This is an optimization exercise on Yosys and OpenROAD, whose aim is small area, a short achievable clock period and few clock cycles per item, not a production implementation. Function was checked by simulation only, so behaviour that the tests miss may differ from the original. Power is estimated from default activity; no workload was simulated.

## conv_top
module conv_top (
  input  logic clk,
  input  logic rst_n,
  input  logic [15:0] ifmap_dat,
  input  logic ifmap_vld,
  output logic ifmap_rdy,
  input  logic [15:0] weights_dat,
  input  logic weights_vld,
  output logic weights_rdy,
  output logic [31:0] ofmap_dat,
  output logic ofmap_vld,
  input  logic ofmap_rdy
);
  function automatic logic [24:0] booth_enc(input logic [15:0] y);
    logic [24:0] e;
    e[0] = y[0] ^ 1'b0;
    e[1] = (y[1] & ~y[0] & ~1'b0) | (~y[1] & y[0] & 1'b0);
    e[2] = y[1];
    e[3] = y[2] ^ y[1];
    e[4] = (y[3] & ~y[2] & ~y[1]) | (~y[3] & y[2] & y[1]);
    e[5] = y[3];
    e[6] = y[4] ^ y[3];
    e[7] = (y[5] & ~y[4] & ~y[3]) | (~y[5] & y[4] & y[3]);
    e[8] = y[5];
    e[9] = y[6] ^ y[5];
    e[10] = (y[7] & ~y[6] & ~y[5]) | (~y[7] & y[6] & y[5]);
    e[11] = y[7];
    e[12] = y[8] ^ y[7];
    e[13] = (y[9] & ~y[8] & ~y[7]) | (~y[9] & y[8] & y[7]);
    e[14] = y[9];
    e[15] = y[10] ^ y[9];
    e[16] = (y[11] & ~y[10] & ~y[9]) | (~y[11] & y[10] & y[9]);
    e[17] = y[11];
    e[18] = y[12] ^ y[11];
    e[19] = (y[13] & ~y[12] & ~y[11]) | (~y[13] & y[12] & y[11]);
    e[20] = y[13];
    e[21] = y[14] ^ y[13];
    e[22] = (y[15] & ~y[14] & ~y[13]) | (~y[15] & y[14] & y[13]);
    e[23] = y[15];
    e[24] = y[15];    booth_enc = e;
  endfunction
  logic [1:0] ph;   
  logic [1:0] ph_nx;
  always_ff @(posedge clk or negedge rst_n) begin
    if (!rst_n) ph <= 2'd0;
    else ph <= ph_nx;
  end
  logic [15:0] x_in;
  logic x_in_v;
  logic [15:0] a0, a1, a2, a3;   
  logic [2:0] a_n;
  logic [24:0] h0, h1, h2, h3;   
  logic hv;
  logic [1:0] lp_oc;   
  logic [2:0] lp_pix;   
  logic pix_avail, hfree, hload, go, x_moved;
  logic [2:0] q_nx;
  logic [4:0] n_ins;   
  ...
For scale: ~4600 cells after synthesis, roughly 72 I/O pins, roughly 56000 um^2 of cells after synthesis.
Settings: LEC_CHECK=0, ABC_CLOCK_PERIOD_IN_PS=2500, CAP_MARGIN=20, CORE_MARGIN=2, CORE_UTILIZATION=55, SETUP_SLACK_MARGIN=5, SLEW_MARGIN=20; clock period 8.0 ns.
standard.sh (not shown) runs the stock make flow with config.mk's settings and CLKGATE_MAP_FILE= SYNTH_SCRIPT=/design/flow/synth_recipe.tcl, a recipe that flattens the netlist after the stock synthesis.
==> flow/flow/run.sh <==
#!/bin/bash
# Standard layout, with one netlist step between synthesis and floorplan:
# fa_polarity.py flips full-adder cells (FA(~a,~b,~c) = ~FA(a,b,c)) so that
# fewer inverters sit between them. Registers and other cells are untouched.
set -euo pipefail
WORK=$(pwd)
R=$WORK/orfs/results/$FLOW_PLATFORM/conv_top/base
bash standard.sh synth > $WORK/flow_synth.log 2>&1
cp $R/1_2_yosys.v $WORK/yosys_standard.v
python3 $WORK/flow/fa_polarity.py $WORK/yosys_standard.v $R/1_2_yosys.v > $WORK/fa_polarity.log 2>&1
rm -f $R/1_synth.odb $R/1_synth.sdc
bash standard.sh finish > $WORK/flow_layout.log 2>&1
Other scripts of this flow, unchanged in this note and not shown: flow/flow/fa_polarity.py
The first run went through all stages and came out clean.
Testbench counts at the start, summed over its fixed seeds: cycles 4,280, jobs 128.
Then changed:
--- a/flow/design.v
+++ b/flow/design.v
@@ -54,16 +54,18 @@
   logic [24:0] h0, h1, h2, h3;   
   logic hv;
   logic [1:0] lp_oc;   
   logic [2:0] lp_pix;   
   logic pix_avail, hfree, hload, go, x_moved;
   logic [2:0] q_nx;
+  logic [15:0] w_in;
+  logic w_in_v;
   logic [4:0] n_ins;   
   logic [3:0] sdone;   
   logic [3:0] wval;   
-  logic ins, sfull, xfer;
+  logic ins, sfull, xfer, w_busy_nx, ins_nx;
   logic [4:0] n_ins_nx;
   logic [15:0] wr0_0, wr0_1, wr0_2, wr0_3;
   logic [15:0] wr1_0, wr1_1, wr1_2, wr1_3;
   logic [15:0] wr2_0, wr2_1, wr2_2, wr2_3;
   logic [15:0] wr3_0, wr3_1, wr3_2, wr3_3;
   logic [15:0] ws0_0, ws0_1, ws0_2, ws0_3;
@@ -1984,16 +1986,18 @@
   assign go = hv && (lp_oc == ph) && wval[ph] && (cred != 3'd0);
   assign pix_avail = (a_n == 3'd4) || (a_n == 3'd3 && x_in_v);
   assign hfree = !hv || (go && lp_oc == 2'd3);
   assign hload = pix_avail && hfree;
   assign x_moved = x_in_v && (hload || a_n != 3'd4);
   assign q_nx = a_n + {2'b00, x_in_v} + {2'b00, ifmap_rdy} - (hload ? 3'd4 : 3'd0);
-  assign ins = weights_vld && weights_rdy;
+  assign ins = w_in_v && !sfull && (ph == n_ins[1:0]);
   assign xfer = sfull && !sdone[ph] && (!wval[ph] || (go && lp_pix == 3'd7));
   assign n_ins_nx = (xfer && ((sdone | (4'b0001 << ph)) == 4'hf)) ? 5'd0 : n_ins + {4'b0000, ins};
-  assign ph_nx = (n_ins == 5'd0 && wval == 4'd0 && !ins) ? 2'd0 : ph + 2'd1;
+  assign w_busy_nx = weights_rdy || (w_in_v && !ins);
+  assign ins_nx = !n_ins_nx[4] && (n_ins_nx[1:0] == ph_nx);
+  assign ph_nx = (n_ins == 5'd0 && wval == 4'd0 && !w_in_v) ? 2'd0 : ph + 2'd1;
   assign pop = ofmap_vld && ofmap_rdy;
   assign o_free = !ofmap_vld || ofmap_rdy;
   assign push = v2;
   logic [2:0] cred_h, cred_r;
   logic [1:0] rp_h, rp_r, wp_h, wp_r, qn_h, qn_r;
   logic ov_h, ov_r;
@@ -2025,12 +2029,13 @@
       x_in_v <= 1'b0;
       ifmap_rdy <= 1'b0;
       a_n <= 3'd0;
       hv <= 1'b0;
       lp_oc <= 2'd0;
       lp_pix <= 3'd0;
+      w_in_v <= 1'b0;
       weights_rdy <= 1'b0;
       n_ins <= 5'd0;
       sdone <= 4'd0;
       wval <= 4'd0;
       cred <= 3'd4;
       v1 <= 1'b0;
@@ -2050,13 +2055,14 @@
         if (x_in_v && a_n != 3'd4) a_n <= a_n + 3'd1;
       end
       if (go) begin
         lp_oc <= lp_oc + 2'd1;
         if (lp_oc == 2'd3) lp_pix <= lp_pix + 3'd1;
       end
-      weights_rdy <= !n_ins_nx[4] && (n_ins_nx[1:0] == ph_nx);
+      w_in_v <= weights_rdy ? weights_vld : (w_in_v && !ins);
+      weights_rdy <= !w_busy_nx || ins_nx;
       n_ins <= n_ins_nx;
       if (xfer) begin
         sdone <= ((sdone | (4'b0001 << ph)) == 4'hf) ? 4'd0 : (sdone | (4'b0001 << ph));
         wval[ph] <= 1'b1;
       end else if (go && lp_pix == 3'd7) begin
         wval[ph] <= 1'b0;
@@ -2083,40 +2089,41 @@
       if (a_n == 3'd1) a1 <= x_in;
       if (a_n == 3'd2) a2 <= x_in;
       if (a_n == 3'd3) a3 <= x_in;
     end
   end
   always_ff @(posedge clk) begin
+    if (weights_rdy) w_in <= weights_dat;
     ws0_0 <= ws0_1;
     ws0_1 <= ws0_2;
     ws0_2 <= ws0_3;
-    ws0_3 <= (ins && n_ins[3:2] == 2'd0) ? weights_dat : ws0_0;
+    ws0_3 <= (ins && n_ins[3:2] == 2'd0) ? w_in : ws0_0;
     wr0_0 <= wr0_1;
     wr0_1 <= wr0_2;
     wr0_2 <= wr0_3;
     wr0_3 <= xfer ? ws0_0 : wr0_0;
     ws1_0 <= ws1_1;
     ws1_1 <= ws1_2;
     ws1_2 <= ws1_3;
-    ws1_3 <= (ins && n_ins[3:2] == 2'd1) ? weights_dat : ws1_0;
+    ws1_3 <= (ins && n_ins[3:2] == 2'd1) ? w_in : ws1_0;
     wr1_0 <= wr1_1;
     wr1_1 <= wr1_2;
     wr1_2 <= wr1_3;
     wr1_3 <= xfer ? ws1_0 : wr1_0;
     ws2_0 <= ws2_1;
     ws2_1 <= ws2_2;
     ws2_2 <= ws2_3;
-    ws2_3 <= (ins && n_ins[3:2] == 2'd2) ? weights_dat : ws2_0;
+    ws2_3 <= (ins && n_ins[3:2] == 2'd2) ? w_in : ws2_0;
     wr2_0 <= wr2_1;
     wr2_1 <= wr2_2;
     wr2_2 <= wr2_3;
     wr2_3 <= xfer ? ws2_0 : wr2_0;
     ws3_0 <= ws3_1;
     ws3_1 <= ws3_2;
     ws3_2 <= ws3_3;
-    ws3_3 <= (ins && n_ins[3:2] == 2'd3) ? weights_dat : ws3_0;
+    ws3_3 <= (ins && n_ins[3:2] == 2'd3) ? w_in : ws3_0;
     wr3_0 <= wr3_1;
     wr3_1 <= wr3_2;
     wr3_2 <= wr3_3;
     wr3_3 <= xfer ? ws3_0 : wr3_0;
   end
   assign pp1 = ((h0[0] & wr0_0[0])) ^ h0[2];
The new run completed without violations.
Non-clock buffer count fell by 14.
Cell area is about the same.
Worst hold slack is about the same.
Total power decreases by 6.7%.
Global-route usage climbs by 0.17 points.
Count of clock-buffer cells in the layout falls by 7.
Setup slack is worse by 0.060 ns.
Cell count hardly moves.
Fmax is lower by 1.9%.
Area after synthesis came out higher by 0.78%.
Wire length came out higher by 0.66%.
Clock power rises by about 3%.
Testbench counts after the change, summed over its fixed seeds: cycles 4,288, jobs 128.

-- afterwards: timing with drivers on the ports --
The results above use ideal ports. As a check the final layouts listed here were re-extracted and re-timed, cells and wires unchanged.
Step 1 sets driving cells, clkbuf_16 on the clock port and buf_2 on the other inputs (assumed; they add their load-dependent delay and slew).
Step 2, shift: input delay + t, output delay - t, t = (earliest + latest rising clock arrival at the registers) / 2. This alone moves slack from input paths to output paths.
a / b / c = ideal / step 1 / step 2; a / b = the first two.
| run | shift t [ns] | setup WS [ns] | hold WS [ns] | clock arrival spread, ns |
|---|---|---|---|---|
| the first run | 0.769 | 4.997 / 4.979 / 4.520 | 0.309 / 0.309 / 0.309 | 0.035 / 0.036 |
| the second run | 0.769 | 4.937 / 4.869 / 4.491 | 0.307 / 0.307 / 0.307 | 0.035 / 0.034 |
After both steps setup and hold are still met in every run listed. The setup slack of the first run, which loses most, moves by -0.018 ns with the drivers and by -0.477 ns with both steps.
